Source: an optimization exercise on an open RTL-to-GDS flow (aim: small area). Production flows keep margins and buffers that such runs may drop. The RTL was checked by simulation tests, not by an equivalence proof against the original design. Power and IR drop assume default switching activity. No driver is modelled on the clock port, so clocking that relies on it looks cheaper here than on a real chip.

==> flow/design.v (excerpt) <==
module rf_top #(
  parameter int unsigned NumRegs = 32
) (
  input  logic                         clk_i,
  input  logic                         rst_ni,
  input  logic                         acc_req_i,
  output logic                         acc_gnt_o,
  input  logic                         acc_we_i,
  input  logic [rf_pkg::AddrWidth-1:0] acc_addr_i,
  input  logic [rf_pkg::DataWidth-1:0] acc_wdata_i,
  input  logic [rf_pkg::IntgWidth-1:0] acc_wintg_i,
  output logic                         acc_rvalid_o,
  output logic [rf_pkg::DataWidth-1:0] acc_rdata_o,
  output logic                         acc_err_o,
  output logic                         core_sleep_o,
  output logic                         alert_major_o
);
For scale: ~1,300 flip-flops, ~85 I/O pins, ~39,000 sq um of cells after synthesis.
make LEC_CHECK=0 CAP_MARGIN=30 CORE_MARGIN=2 CORE_UTILIZATION=40 CTS_CLUSTER_DIAMETER=80 CTS_CLUSTER_SIZE=25 SLEW_MARGIN=30 SYNTH_HIERARCHICAL=1 SYNTH_MINIMUM_KEEP_SIZE=0 finish   # period 15.0 ns
run.sh (not shown) runs the stock make flow with config.mk's settings and CLKGATE_MAP_FILE= SYNTH_SCRIPT=/design/flow/synth_recipe.tcl, a recipe that flattens the netlist after the stock synthesis.
Next try:
--- a/flow/config.mk
+++ b/flow/config.mk
@@ -10,4 +10,4 @@
 export CORE_UTILIZATION = 40
-export CTS_CLUSTER_DIAMETER = 80
-export CTS_CLUSTER_SIZE = 25
+export CTS_CLUSTER_DIAMETER = 100
+export CTS_CLUSTER_SIZE = 30
 export SLEW_MARGIN = 30
=>
- fmax hardly moves
- clock power goes down by about 9%
- clock-buffer cell count is lower by 10

* * *

rf_top, a different RTL version from the one above (not shown whole).
Size: roughly 1,300 flip-flops, ~85 I/O pins, about 36,000 um^2 of cells after synthesis.
export LEC_CHECK = 0
export CAP_MARGIN = 30
export CORE_MARGIN = 2
export CORE_UTILIZATION = 65
export CTS_CLUSTER_DIAMETER = 100
export CTS_CLUSTER_SIZE = 30
export SLEW_MARGIN = 30
export SYNTH_HIERARCHICAL = 1
export SYNTH_MINIMUM_KEEP_SIZE = 0
create_clock -name core_clock -period 15.0 [get_ports {clk_i}]
Rerun with:
==> flow/flow/run.sh (new file) <==
#!/bin/bash
set -euo pipefail
export CTS_ARGS="-sink_clustering_enable -repair_clock_nets -sink_clustering_size 30 -sink_clustering_max_diameter 100 -dont_use_dummy_load"
export BUFFER_PORTS_ARGS="-buffer_cell sky130_fd_sc_hd__buf_1"
bash standard.sh > standard.log 2>&1
==> flow/standard.sh (new file) <==
#!/bin/bash
# synth_recipe.tcl (not shown) runs the flow's synth.tcl, then flattens the netlist and writes it again
# the make line also repeats each setting of config.mk as NAME=value (left out here)
make -C /OpenROAD-flow-scripts/flow DESIGN_CONFIG=/design/flow/config.mk WORK_HOME=/design/flow/orfs CLKGATE_MAP_FILE= SYNTH_SCRIPT=/design/flow/synth_recipe.tcl "${@:-finish}"
removed: flow/run.sh
Critical path depth does not change; non-clock buffer count rises by 4; clock power stays flat; clock-buffer cell count falls by 4; power falls by 0.69%; routed wire length falls by about 0.4%.

* * *

## ember
The RTL this note starts from:
==> flow/design.v <==
package rf_pkg;
  localparam int unsigned DataWidth = 32;
  localparam int unsigned IntgWidth = 7;
  localparam int unsigned WordWidth = DataWidth + IntgWidth;
  localparam int unsigned AddrWidth = 5;
  localparam logic [IntgWidth*DataWidth-1:0] IntgMask = {
    32'h0810_2040,   
    32'h0408_1020,
    32'h0204_0810,
    32'h8102_0408,
    32'h4081_0204,
    32'h2040_8102,
    32'h1020_4081    
  };
endpackage
module rf_ao22 (
  input  logic a1_i, a2_i, b1_i, b2_i,
  output logic y_o
);
  assign y_o = (a1_i & a2_i) | (b1_i & b2_i);
endmodule
module rf_aoi222 (
  input  logic a1_i, a2_i, b1_i, b2_i, c1_i, c2_i,
  output logic y_o
);
  assign y_o = ~((a1_i & a2_i) | (b1_i & b2_i) | (c1_i & c2_i));
endmodule
module rf_nand4 (
  input  logic a_i, b_i, c_i, d_i,
  output logic y_o
);
  assign y_o = ~(a_i & b_i & c_i & d_i);
endmodule
module rf_and3 (
  input  logic a_i, b_i, c_i,
  output logic y_o
);
  assign y_o = a_i & b_i & c_i;
endmodule
module rf_nand2 (
  input  logic a_i, b_i,
  output logic y_o
);
  assign y_o = ~(a_i & b_i);
endmodule
module rf_or2 (
  input  logic a_i, b_i,
  output logic y_o
);
  assign y_o = a_i | b_i;
endmodule
module rf_and2 (
  input  logic a_i, b_i,
  output logic y_o
);
  assign y_o = a_i & b_i;
endmodule
module rf_nor2 (
  input  logic a_i, b_i,
  output logic y_o
);
  assign y_o = ~(a_i | b_i);
endmodule
module rf_nor2b (
  input  logic a_i, b_n_i,
  output logic y_o
);
  assign y_o = ~a_i & b_n_i;
endmodule
module rf_oai22 (
  input  logic a1_i, a2_i, b1_i, b2_i,
  output logic y_o
);
  assign y_o = ~((a1_i | a2_i) & (b1_i | b2_i));
endmodule
module rf_nand3 (
  input  logic a_i, b_i, c_i,
  output logic y_o
);
  assign y_o = ~(a_i & b_i & c_i);
endmodule
module rf_xnor2 (
  input  logic a_i, b_i,
  output logic y_o
);
  assign y_o = ~(a_i ^ b_i);
endmodule
module rf_inv (
  input  logic a_i,
  output logic y_o
);
  assign y_o = ~a_i;
endmodule
module rf_a21o (
  input  logic a1_i, a2_i, b_i,
  output logic y_o
);
  assign y_o = (a1_i & a2_i) | b_i;
endmodule
module rf_xor2 (
  input  logic a_i, b_i,
  output logic y_o
);
  assign y_o = a_i ^ b_i;
endmodule
module rf_intg_check (
  input  logic [rf_pkg::WordWidth-1:0] word_i,
  output logic                         err_o
);
  localparam int unsigned DW = rf_pkg::DataWidth;
  localparam int unsigned IW = rf_pkg::IntgWidth;
  logic [IW-1:0] syn;
  for (genvar k = 0; k < IW; k++) begin : gen_syn
    localparam int unsigned N = (DW - k + IW - 1) / IW;   
    logic [N:0] acc;
    assign acc[0] = word_i[DW + k];
    for (genvar j = 0; j < N; j++) begin : gen_x
      rf_xor2 u_x (.a_i(acc[j]), .b_i(word_i[k + IW*j]), .y_o(acc[j+1]));
    end
    assign syn[k] = acc[N];
  end
  assign err_o = |syn;
endmodule
module rf_top #(
  parameter int unsigned NumRegs = 32
) (
  input  logic                         clk_i,
  input  logic                         rst_ni,
  input  logic                         acc_req_i,
  output logic                         acc_gnt_o,
  input  logic                         acc_we_i,
  input  logic [rf_pkg::AddrWidth-1:0] acc_addr_i,
  input  logic [rf_pkg::DataWidth-1:0] acc_wdata_i,
  input  logic [rf_pkg::IntgWidth-1:0] acc_wintg_i,
  output logic                         acc_rvalid_o,
  output logic [rf_pkg::DataWidth-1:0] acc_rdata_o,
  output logic                         acc_err_o,
  output logic                         core_sleep_o,
  output logic                         alert_major_o
);
  localparam int unsigned AW = rf_pkg::AddrWidth;
  localparam int unsigned DW = rf_pkg::DataWidth;
  localparam int unsigned WW = rf_pkg::WordWidth;
  localparam int unsigned NP = NumRegs / 2 - 1;   
  localparam int unsigned NS = NP + 1;            
  logic          gnt;
  logic          gnt_we;
  logic          gnt_rd;
  logic          rvalid_q;
  logic          we_q;
  logic          ph_q;
  logic          pi_q;
  logic          alert_q;
  logic [AW-1:0] addr_q;
  logic [WW-1:0] cap_q;
  logic [WW-1:0] m;
  logic [WW-1:0] wbus;
  logic [WW-1:0] req_word;
  logic          is_read;
  logic          is_write;
  logic          cap_sel;
  logic          intg_err;
  assign gnt          = acc_req_i & ~rvalid_q;
  assign gnt_we       = gnt & acc_we_i;
  assign gnt_rd       = gnt & ~acc_we_i;
  assign acc_gnt_o    = gnt;
  assign acc_rvalid_o = rvalid_q;
  assign core_sleep_o = ~acc_req_i & ~rvalid_q;
  always_ff @(posedge clk_i or negedge rst_ni) begin
    if (!rst_ni) begin
      rvalid_q <= 1'b0;
      ph_q     <= 1'b0;
      pi_q     <= 1'b1;
    end else begin
      rvalid_q <= gnt;
      ph_q     <= ~ph_q;
      pi_q     <= pi_q ^ ph_q;
    end
  end
  always_ff @(posedge clk_i) begin
    we_q   <= acc_we_i;
    addr_q <= acc_addr_i;
    cap_q  <= m;
  end
  assign is_read  = rvalid_q & ~we_q;
  assign is_write = rvalid_q & we_q;
  assign req_word = {acc_wintg_i, acc_wdata_i};
  assign cap_sel = is_write |
                   (is_read & (addr_q[0] != ph_q) & (addr_q[AW-1:1] != '0));
  logic act_a, act_q, we_eff, rd_en;
  assign act_a  = gnt      & (acc_addr_i[0] == ph_q);
  assign act_q  = rvalid_q & (addr_q[0] == ph_q);
  assign we_eff = rvalid_q ? we_q : acc_we_i;
  assign rd_en  = ~we_eff & ~clr_q[1];
  logic [NS-1:0] set;
  logic [NS-1:0] keep;
  logic [NS-1:0] rsel;    
  logic [1:0]    clr_q;   
  always_ff @(posedge clk_i or negedge rst_ni) begin
    if (!rst_ni) begin
      clr_q <= 2'b11;
    end else begin
      clr_q <= {clr_q[0], 1'b0};
    end
  end
  for (genvar p = 1; p <= NP; p++) begin : gen_pair_sel
    logic dec_a, dec_q, hit;
    assign dec_a = acc_addr_i[AW-1:1] == (AW-1)'(p);
    assign dec_q = addr_q[AW-1:1] == (AW-1)'(p);
    rf_ao22 u_hit  (.a1_i(act_a), .a2_i(dec_a), .b1_i(act_q), .b2_i(dec_q), .y_o(hit));
    rf_a21o u_set  (.a1_i(hit), .a2_i(we_eff), .b_i(clr_q[1]), .y_o(set[p-1]));
    rf_nand2 u_keep (.a_i(hit), .b_i(we_eff), .y_o(keep[p-1]));
    rf_and2 u_rsel (.a_i(hit), .b_i(rd_en), .y_o(rsel[p-1]));
  end
  assign set[NS-1]  = gnt_we & (acc_addr_i == AW'(1));
  assign rsel[NS-1] = is_read & (addr_q == AW'(1));
  rf_nor2 u_keep1 (.a_i(set[NS-1]), .b_i(clr_q[0]), .y_o(keep[NS-1]));
  logic ring_rd, pi_rd;
  assign ring_rd = rd_en & ((act_a & (acc_addr_i[AW-1:1] != '0)) |
                            (act_q & (addr_q[AW-1:1] != '0)));
  assign pi_rd   = pi_q & ring_rd;
  logic [WW-1:0] row0_q [NS];     
  logic [WW-1:0] row0_d [NS];
  logic [WW-1:0] row1_q [NS-1];
  logic [WW-1:0] rd_word [NS];    
  for (genvar r = 0; r < NS; r++) begin : gen_rows
    if (r < NS - 1) begin : gen_pair_rows
      assign rd_word[r] = row1_q[r];
      always_ff @(posedge clk_i) begin
        row1_q[r] <= row0_q[r];
      end
    end else begin : gen_single_row
      assign rd_word[r] = row0_q[r];
    end
    for (genvar b = 0; b < WW; b++) begin : gen_bit
      if (r < NS - 1) begin : gen_pair_bit
        rf_oai22 u_nxt (
          .a1_i(rd_word[r][b]), .a2_i(set[r]),
          .b1_i(wbus[b]),       .b2_i(keep[r]),
          .y_o (row0_d[r][b])
        );
      end else begin : gen_single_bit
        rf_ao22 u_nxt (
          .a1_i(rd_word[r][b]), .a2_i(keep[r]),
          .b1_i(m[b]),          .b2_i(set[r]),
          .y_o (row0_d[r][b])
        );
      end
    end
    always_ff @(posedge clk_i) begin
      row0_q[r] <= row0_d[r];
    end
  end
  logic [NS+1:0] src_sel;
  assign src_sel = {cap_sel, gnt_we, rsel};
  for (genvar b = 0; b < WW; b++) begin : gen_m
    logic [NS+1:0] src;
    logic [5:0]    g;   
    logic          a;
    for (genvar r = 0; r < NS; r++) begin : gen_src
      assign src[r] = rd_word[r][b];
    end
    assign src[NS]   = req_word[b];
    assign src[NS+1] = cap_q[b];
    for (genvar j = 0; j < 6; j++) begin : gen_g
      rf_aoi222 u_g (
        .a1_i(src_sel[3*j]),   .a2_i(src[3*j]),
        .b1_i(src_sel[3*j+1]), .b2_i(src[3*j+1]),
        .c1_i(src_sel[3*j+2]), .c2_i(src[3*j+2]),
        .y_o (g[j])
      );
    end
    logic          ring, ring_n;
    rf_and3  u_a    (.a_i(g[0]), .b_i(g[1]), .c_i(g[2]), .y_o(a));
    rf_nand3 u_ring (.a_i(a), .b_i(g[3]), .c_i(g[4]), .y_o(ring));
    rf_xnor2 u_up   (.a_i(ring), .b_i(pi_rd), .y_o(ring_n));
    rf_nand2 u_m    (.a_i(ring_n), .b_i(g[5]), .y_o(m[b]));
    rf_xnor2 u_w    (.a_i(g[5]), .b_i(pi_q), .y_o(wbus[b]));
  end
  for (genvar b = 0; b < DW; b++) begin : gen_out
    rf_and2 u_out (.a_i(m[b]), .b_i(is_read), .y_o(acc_rdata_o[b]));
  end
  rf_intg_check u_intg_check (
    .word_i(m),
    .err_o (intg_err)
  );
  assign acc_err_o = is_read & intg_err;
  always_ff @(posedge clk_i or negedge rst_ni) begin
    if (!rst_ni) begin
      alert_q <= 1'b0;
    end else begin
      alert_q <= alert_q | acc_err_o;
    end
  end
  assign alert_major_o = alert_q;
endmodule
==> flow/config.mk <==
export PLATFORM = sky130hd
export DESIGN_NAME = rf_top
export DESIGN_NICKNAME = rf_top
export VERILOG_FILES = /design/flow/design.v
export SDC_FILE = /design/flow/constraint.sdc
export NUM_CORES = 4
export LEC_CHECK = 0
export CAP_MARGIN = 30
export CORE_MARGIN = 2
export CORE_UTILIZATION = 65
export CTS_CLUSTER_DIAMETER = 100
export CTS_CLUSTER_SIZE = 32
export SLEW_MARGIN = 30
export SYNTH_HIERARCHICAL = 1
export SYNTH_MINIMUM_KEEP_SIZE = 0
==> flow/constraint.sdc <==
create_clock -name core_clock -period 15.0 [get_ports {clk_i}]
set_input_delay 3.0000 -clock core_clock [delete_from_list [all_inputs] [get_ports {clk_i}]]
set_output_delay 3.0000 -clock core_clock [all_outputs]
set_load 0.01 [all_outputs]
standard.sh (not shown) runs the stock make flow with config.mk's settings and CLKGATE_MAP_FILE= SYNTH_SCRIPT=/design/flow/synth_recipe.tcl, a recipe that flattens the netlist after the stock synthesis.
==> flow/flow/run.sh <==
#!/bin/bash
set -euo pipefail
export CTS_ARGS="-sink_clustering_enable -repair_clock_nets -sink_clustering_size 32 -sink_clustering_max_diameter 100 -dont_use_dummy_load"
export BUFFER_PORTS_ARGS="-buffer_cell sky130_fd_sc_hd__buf_1"
export RECOVER_POWER=100
bash standard.sh > standard.log 2>&1
Complete run, failing final checks: ember, reason max-capacitance violations, max-slew violations.
Input-level comparison between tundra and ember:
==> flow/flow/run.sh <==
#!/bin/bash
set -euo pipefail
export CTS_ARGS="-sink_clustering_enable -repair_clock_nets -sink_clustering_size 30 -sink_clustering_max_diameter 100 -dont_use_dummy_load"
export BUFFER_PORTS_ARGS="-buffer_cell sky130_fd_sc_hd__buf_1"
bash standard.sh > standard.log 2>&1
-- flow/config.mk --
<<< ember, line 11
export CTS_CLUSTER_DIAMETER = 100
export CTS_CLUSTER_SIZE = 32
export SLEW_MARGIN = 30
>>> tundra, line 11
export CTS_CLUSTER_DIAMETER = 100
export CTS_CLUSTER_SIZE = 30
export SLEW_MARGIN = 30
Findings:
tundra closes out successfully: all stages finished, all timing, DRC and antenna checks passed.
On overall power after layout, ember and tundra are basically level.
Summary of the comparison: worst-margin pin slew is lower in tundra, relative to ember.
Final-layout setup total negative slack came out exactly the same in ember and tundra.
Input-level comparison between onyx and tundra:
-- flow/config.mk --
<<< tundra, line 9
export CORE_MARGIN = 2
export CORE_UTILIZATION = 65
export CTS_CLUSTER_DIAMETER = 100
export CTS_CLUSTER_SIZE = 30
export SLEW_MARGIN = 30
>>> onyx, line 9
export CORE_MARGIN = 2
export CORE_UTILIZATION = 75
export CTS_CLUSTER_DIAMETER = 100
export CTS_CLUSTER_SIZE = 30
export PLACE_DENSITY = 0.8
export SLEW_MARGIN = 30
==> results.txt <==
Every stage of the flow completed for onyx, and the final layout passed the timing, design-rule and antenna checks.
Any difference in part of the power in the clock network between onyx and tundra is small enough to ignore.
Summary of onyx over tundra: pin count of the biggest net entering global routing went up 2, first-iteration detailed-routing DRC count went up 633.
onyx vs tundra — die height dropped about 7%.
Final area of onyx falls short of that of tundra slightly.
Compared to tundra, onyx has number of antenna violations at the first check in global routing 1 lower.
Final design utilization in onyx vs tundra: up 10 points
Status: total power parity (onyx, tundra)
Looking only at minimum setup slack in the final design, and setting everything else aside, the higher value of onyx and tundra goes to tundra.

[afterwards: timing with drivers on the ports]
The results above use ideal ports. As a check the final layouts listed here were re-extracted and re-timed, cells and wires unchanged. Step 1 assumes that a clkbuf_16 drives the clock port and a buf_2 every other input. Step 2 adds t to the input delays and takes it off the output delays; t is the mean of the earliest and latest rising clock arrival at the registers after step 1. Input paths then give back, and output paths get back, about the clock's delay inside the block. a / b / c = ideal / step 1 / step 2; a / b = the first two.
run	shift t [ns]	setup slack, ns	clock arrival spread, ns
the first run of note 1	0.736	5.815 / 5.747 / 6.483	0.027 / 0.026
the second run of note 1	0.718	5.808 / 5.740 / 6.458	0.028 / 0.028
the first run of note 2	0.697	3.277 / 3.254 / 3.254	0.027 / 0.027
the second run of note 2	0.684	3.933 / 3.905 / 3.905	0.033 / 0.033
ember	0.679	1.899 / 1.874 / 1.874	0.058 / 0.057
tundra	0.680	3.578 / 3.558 / 3.558	0.027 / 0.027
onyx	0.679	3.405 / 3.383 / 3.383	0.030 / 0.031
For the second run of note 2, which loses most, drivers alone change the setup slack by -0.028 ns; drivers and shift together by -0.028 ns.
